From an optimization exercise on the open Yosys and OpenROAD flow, aimed at small area; shortcuts taken in it are not production practice.
In this exercise RTL edits were held to simulation tests only and were not proved equivalent to the original.
Power figures rest on the tool's default switching activity, not on a simulated workload.

the previous run:
==> module riscvTop, before the edit <==
module riscvTop (
   input  logic        CLK,
   input  logic        RSTn,
   output logic        iMemCsn,
   output logic [11:0] iMemAddr,    
   input  logic [31:0] iMemData,
   output logic        dMemCsn,
   output logic [11:0] dMemAddr,    
   output logic [31:0] dMemDout,
   input  logic [31:0] dMemData,
   output logic        dMemWen,
   output logic        rfWe,
   output logic [4:0]  rfRa1,
   output logic [4:0]  rfRa2,
   output logic [4:0]  rfWa,
   input  logic [31:0] rfRd1,
   input  logic [31:0] rfRd2,
   output logic [31:0] rfWd,
   output logic        halt,
   output logic [31:0] numInst
);
   logic [9:0]  pc;       
   logic [3:0]  ph;
   logic        p2;
   logic [31:0] r;
   logic [3:0]  prev;
   logic        carry, eq;
   wire [31:0] ins = iMemData;
   wire [2:0]  f3  = ins[14:12];
   wire isJal   = ins[3];
   wire isLui   = ins[2] & ~ins[3];
   wire isSys   = ins[6] & ins[4];
   wire isBr    = ins[6] & ~ins[4] & ~ins[2];
   wire isLoad  = ~ins[5] & ~ins[4];
   wire isStore = ~ins[6] & ins[5] & ~ins[4];
   wire isImm   = ~ins[5] & ins[4];
   wire isAlu   = ~ins[6] & ins[4] & ~ins[2];    
   wire isReg   = isAlu & ins[5];
   wire regWr   = isAlu | isLui | isJal | isLoad;
   wire aluOp   = isAlu & ~p2;
   wire isSll   = aluOp & (f3 == 3'b001);
   wire isSrl   = aluOp & (f3 == 3'b101);
   wire isSlt   = aluOp & (f3 == 3'b010);
   wire isLogic = aluOp & f3[2] & (f3[1] | ~f3[0]);    
   wire isSub   = ~p2 & ((isReg & (f3 == 3'b000) & ins[30]) | (isAlu & (f3 == 3'b010)) | isBr);
   wire prime = (ph == 4'd15);
   wire wr    = (ph == 4'd8);
   wire [2:0] dig = ph[2:0];
   wire [4:0] shamt = isImm ? ins[24:20] : rfRd2[4:0];
   wire       frac  = |shamt[1:0];
   logic [4:0] first;    
   logic [1:0] fs;
   always_comb begin
      first = 5'h1f;
      fs    = 2'd0;
      if (isSrl) begin
         first = {2'b0, shamt[4:2]} + {4'd0, frac} - 5'd1;
         fs    = -shamt[1:0];
      end else if (isSll) begin
         first = ~{2'b0, shamt[4:2]};
         fs    = shamt[1:0];
      end
   end
   logic [4:0] ri;
   wire  setup = (ph == 4'd14);
   always_ff @(posedge CLK) ri <= setup ? first : ri + 5'd1;
   wire       usePc   = isJal | p2;
   wire       inRange = (ri[4:3] == 2'b00) & ~isLui & ~usePc;
   logic [3:0] pcDig;
   always_comb begin
      case (dig)
         3'd0: pcDig = {pc[1:0], 2'b00};
         3'd1: pcDig = pc[5:2];
         3'd2: pcDig = pc[9:6];
         default: pcDig = 4'd0;
      endcase
   end
   wire [3:0] cur = inRange ? rfRd1[{ri[2:0], 2'b00} +: 4] : (usePc ? pcDig : 4'd0);
   wire [7:0] fun = {cur, prev};
   wire [3:0] opA;
   assign opA[0] = fun[4 - fs];
   assign opA[1] = fun[5 - fs];
   assign opA[2] = fun[6 - fs];
   assign opA[3] = fun[7 - fs];
   wire taken = isJal | (isBr & (eq ^ ins[12]));
   wire useS  = isStore | isBr;
   logic [3:0] immIS;
   always_comb begin
      case (dig)
         3'd0: immIS = useS ? ins[10:7] : ins[23:20];
         3'd1: immIS = {ins[27:25], useS ? ins[11] : ins[24]};
         3'd2: immIS = {p2 ? (isJal ? ins[20] : ins[7]) : ins[31], ins[30:28]};
         default: immIS = {4{ins[31]}};
      endcase
   end
   wire [3:0] immU   = (dig < 3'd3) ? 4'd0 : ins[{dig, 2'b00} +: 4];
   wire [3:0] four   = {1'b0, dig == 3'd0, 2'b00};
   wire [3:0] rs2Dig = rfRd2[{dig, 2'b00} +: 4];
   logic [3:0] opB;
   always_comb begin
      if (p2)                opB = taken ? immIS : four;
      else if (isReg | isBr) opB = rs2Dig;
      else if (isLui)        opB = immU;
      else if (isJal)        opB = four;
      else                   opB = immIS;
   end
   wire [3:0] bx = opB ^ {4{isSub}};
   logic [3:0] tt;
   always_comb begin
      if (isSll | isSrl) tt = 4'b1100;    
      else if (isSlt)    tt = 4'b0000;
      else if (isLogic)  tt = (f3[1:0] == 2'b00) ? 4'b0110 : (f3[0] ? 4'b1000 : 4'b1110);
      else               tt = 4'b0110;
   end
   wire arith = ~(isSll | isSrl | isSlt | isLogic);
   logic [4:0] c;
   logic [3:0] out;
   always_comb begin
      c[0] = carry;
      for (int i = 0; i < 4; i++) begin
         out[i]   = tt[{opA[i], bx[i]}] ^ (arith & c[i]);
         c[i + 1] = (opA[i] & bx[i]) | (c[i] & (opA[i] ^ bx[i]));
      end
   end
   wire b31 = isImm ? ins[31] : rfRd2[31];
   wire lt  = ~carry ^ rfRd1[31] ^ b31;
   wire p1dig = ~ph[3] & ~p2;
   always_ff @(posedge CLK) begin
      r     <= {out, r[31:4]};
      prev  <= cur;
      carry <= prime ? isSub : (~wr & c[4]);
      if (p1dig) eq <= ((dig == 3'd0) | eq) & (out == 4'd0);
   end
   wire last = p2 & (ph == 4'd2);
   always_ff @(posedge CLK) begin
      if (RSTn) begin
         ph   <= 4'd14;
         p2   <= 1'b0;
         pc   <= 10'd0;
         halt <= 1'b0;
      end else begin
         if (wr) begin
            ph <= 4'd0;
            p2 <= 1'b1;
         end else if (last) begin
            ph <= 4'd14;
            p2 <= 1'b0;
         end else
            ph <= ph + 4'd1;
         if (last && !isSys) pc <= {out, r[31:26]};
         if (wr && isSys) halt <= 1'b1;
      end
   end
   logic       cc, clr;
   wire        rot = p1dig & ~halt;
   wire [4:0]  inc = {1'b0, clr ? 4'd0 : numInst[3:0]} + {4'd0, (dig == 3'd0) | cc};
   always_ff @(posedge CLK) begin
      cc <= inc[4];
      if (rot) numInst <= {inc[3:0], numInst[31:4]};
      if (RSTn) clr <= 1'b1;
      else if (rot && dig == 3'd7) clr <= 1'b0;
   end
   assign iMemCsn  = 1'b0;
   assign iMemAddr = {pc, 2'b00};
   assign rfRa1    = ins[19:15];
   assign rfRa2    = ins[24:20];
   assign rfWa     = ins[11:7];
   assign rfWe     = wr & regWr & (ins[11:7] != 5'd0);
   assign rfWd     = isLoad ? dMemData : {r[31:1], r[0] | (isSlt & lt)};
   assign dMemCsn  = 1'b0;
   assign dMemWen  = ~(wr & isStore);
   assign dMemAddr = r[13:2];
   assign dMemDout = rfRd2;
endmodule
export LEC_CHECK = 0
export CAP_MARGIN = 20
export CORE_MARGIN = 2
export CORE_UTILIZATION = 40
export CTS_BUF_LIST = sky130_fd_sc_hd__clkbuf_8
export SLEW_MARGIN = 20
create_clock -name core_clock -period 7.0 [get_ports {CLK}]
standard.sh (not shown) runs the stock make flow with config.mk's settings and CLKGATE_MAP_FILE= SYNTH_SCRIPT=/design/flow/synth_recipe.tcl, a recipe that flattens the netlist after the stock synthesis.
==> flow/flow/run.sh <==
#!/bin/bash
# Standard ORFS layout with two changes:
#  - ABC maps the combinational logic for area (flow/abc_area.script) instead
#    of ORFS's delay-oriented script; everything else in synthesis, including
#    the flip-flops and their names, is unchanged;
#  - the port buffers are the smallest buffer (buf_1); the resizer still
#    upsizes any that timing, slew or capacitance need.
set -euo pipefail
rm -rf scripts_local
cp -r "$FLOW_HOME/scripts" scripts_local
cp flow/abc_area.script scripts_local/abc_speed.script
export SCRIPTS_DIR="$PWD/scripts_local"
export BUFFER_PORTS_ARGS="-buffer_cell sky130_fd_sc_hd__buf_1"
bash standard.sh > standard_make.log 2>&1
==> flow/flow/abc_area.script <==
strash
dch
amap
strash
dch -f
amap
topo
stime -c
The inputs of the current run differ from those of the previous run as listed below.
--- a/flow/design.v
+++ b/flow/design.v
@@ -47,38 +47,36 @@
    wire prime = (ph == 4'd15);
    wire wr    = (ph == 4'd8);
    wire [2:0] dig = ph[2:0];
    wire [4:0] shamt = isImm ? ins[24:20] : rfRd2[4:0];
    wire       frac  = |shamt[1:0];
-   logic [4:0] first;    
+   logic [4:0] off;
    logic [1:0] fs;
    always_comb begin
-      first = 5'h1f;
-      fs    = 2'd0;
+      off = 5'd0;
+      fs  = 2'd0;
       if (isSrl) begin
-         first = {2'b0, shamt[4:2]} + {4'd0, frac} - 5'd1;
-         fs    = -shamt[1:0];
+         off = {2'b0, shamt[4:2]} + {4'd0, frac};
+         fs  = -shamt[1:0];
       end else if (isSll) begin
-         first = ~{2'b0, shamt[4:2]};
-         fs    = shamt[1:0];
+         off = -{2'b0, shamt[4:2]};
+         fs  = shamt[1:0];
       end
    end
-   logic [4:0] ri;
-   wire  setup = (ph == 4'd14);
-   always_ff @(posedge CLK) ri <= setup ? first : ri + 5'd1;
+   wire [4:0] idx = {ph[3], ph} + off;    
    wire       usePc   = isJal | p2;
-   wire       inRange = (ri[4:3] == 2'b00) & ~isLui & ~usePc;
+   wire       inRange = (idx[4:3] == 2'b00) & ~isLui & ~usePc;
    logic [3:0] pcDig;
    always_comb begin
       case (dig)
          3'd0: pcDig = {pc[1:0], 2'b00};
          3'd1: pcDig = pc[5:2];
          3'd2: pcDig = pc[9:6];
          default: pcDig = 4'd0;
       endcase
    end
-   wire [3:0] cur = inRange ? rfRd1[{ri[2:0], 2'b00} +: 4] : (usePc ? pcDig : 4'd0);
+   wire [3:0] cur = inRange ? rfRd1[{idx[2:0], 2'b00} +: 4] : (usePc ? pcDig : 4'd0);
    wire [7:0] fun = {cur, prev};
    wire [3:0] opA;
    assign opA[0] = fun[4 - fs];
    assign opA[1] = fun[5 - fs];
    assign opA[2] = fun[6 - fs];
@@ -133,20 +131,20 @@
       if (p1dig) eq <= ((dig == 3'd0) | eq) & (out == 4'd0);
    end
    wire last = p2 & (ph == 4'd2);
    always_ff @(posedge CLK) begin
       if (RSTn) begin
-         ph   <= 4'd14;
+         ph   <= 4'd15;
          p2   <= 1'b0;
          pc   <= 10'd0;
          halt <= 1'b0;
       end else begin
          if (wr) begin
             ph <= 4'd0;
             p2 <= 1'b1;
          end else if (last) begin
-            ph <= 4'd14;
+            ph <= 4'd15;
             p2 <= 1'b0;
          end else
             ph <= ph + 4'd1;
          if (last && !isSys) pc <= {out, r[31:26]};
          if (wr && isSys) halt <= 1'b1;
## What came out
- Global-route wire length before repair: the current run and the previous run compared, lower one is the current run
- Diff the previous run -> the current run: combinational power share -2.5 points, worst setup slack went down, final design instance area without fill increased by 4.7% relative to the old numbers, proportion of cell area occupied by registers now sits lower.
- [compare] base=the previous run new=the current run: final routed wire length divided by cell count picked up an extra 0.36%; area of the multi-input gates picked up an extra 160 um2; net total in the final layout picked up an extra 45.
- NOTE number of placed instances with taps included the previous run->the current run increased by a few percent
- The current run vs. the previous run: sum of routed wire length over all layers now larger, total via count after detailed routing went up by 126.
- The register share of total power number comes out lower for the current run vs the previous run.

what the ideal ports hide:
The flow's constraints put no driver on any port. The routed layouts listed below were extracted and timed again, unchanged, in two steps. Step 1 assumes that a clkbuf_16 drives the clock port and a buf_2 every other input. Step 2 also shifts input and output timing later by t, the mid clock arrival at the registers, as if the neighbouring blocks saw the same clock. Slacks: no drivers / after step 1 / after step 2; pairs: no drivers / after step 1.
run | t (ns) | slack for setup (ns) | clock arrival spread, ns
the previous run | 0.385 | 0.808 / 0.811 / 0.426 | 0.013 / 0.012
the current run | 0.378 | 0.559 / 0.555 / 0.177 | 0.008 / 0.008
After both steps setup and hold are still met in every run listed.
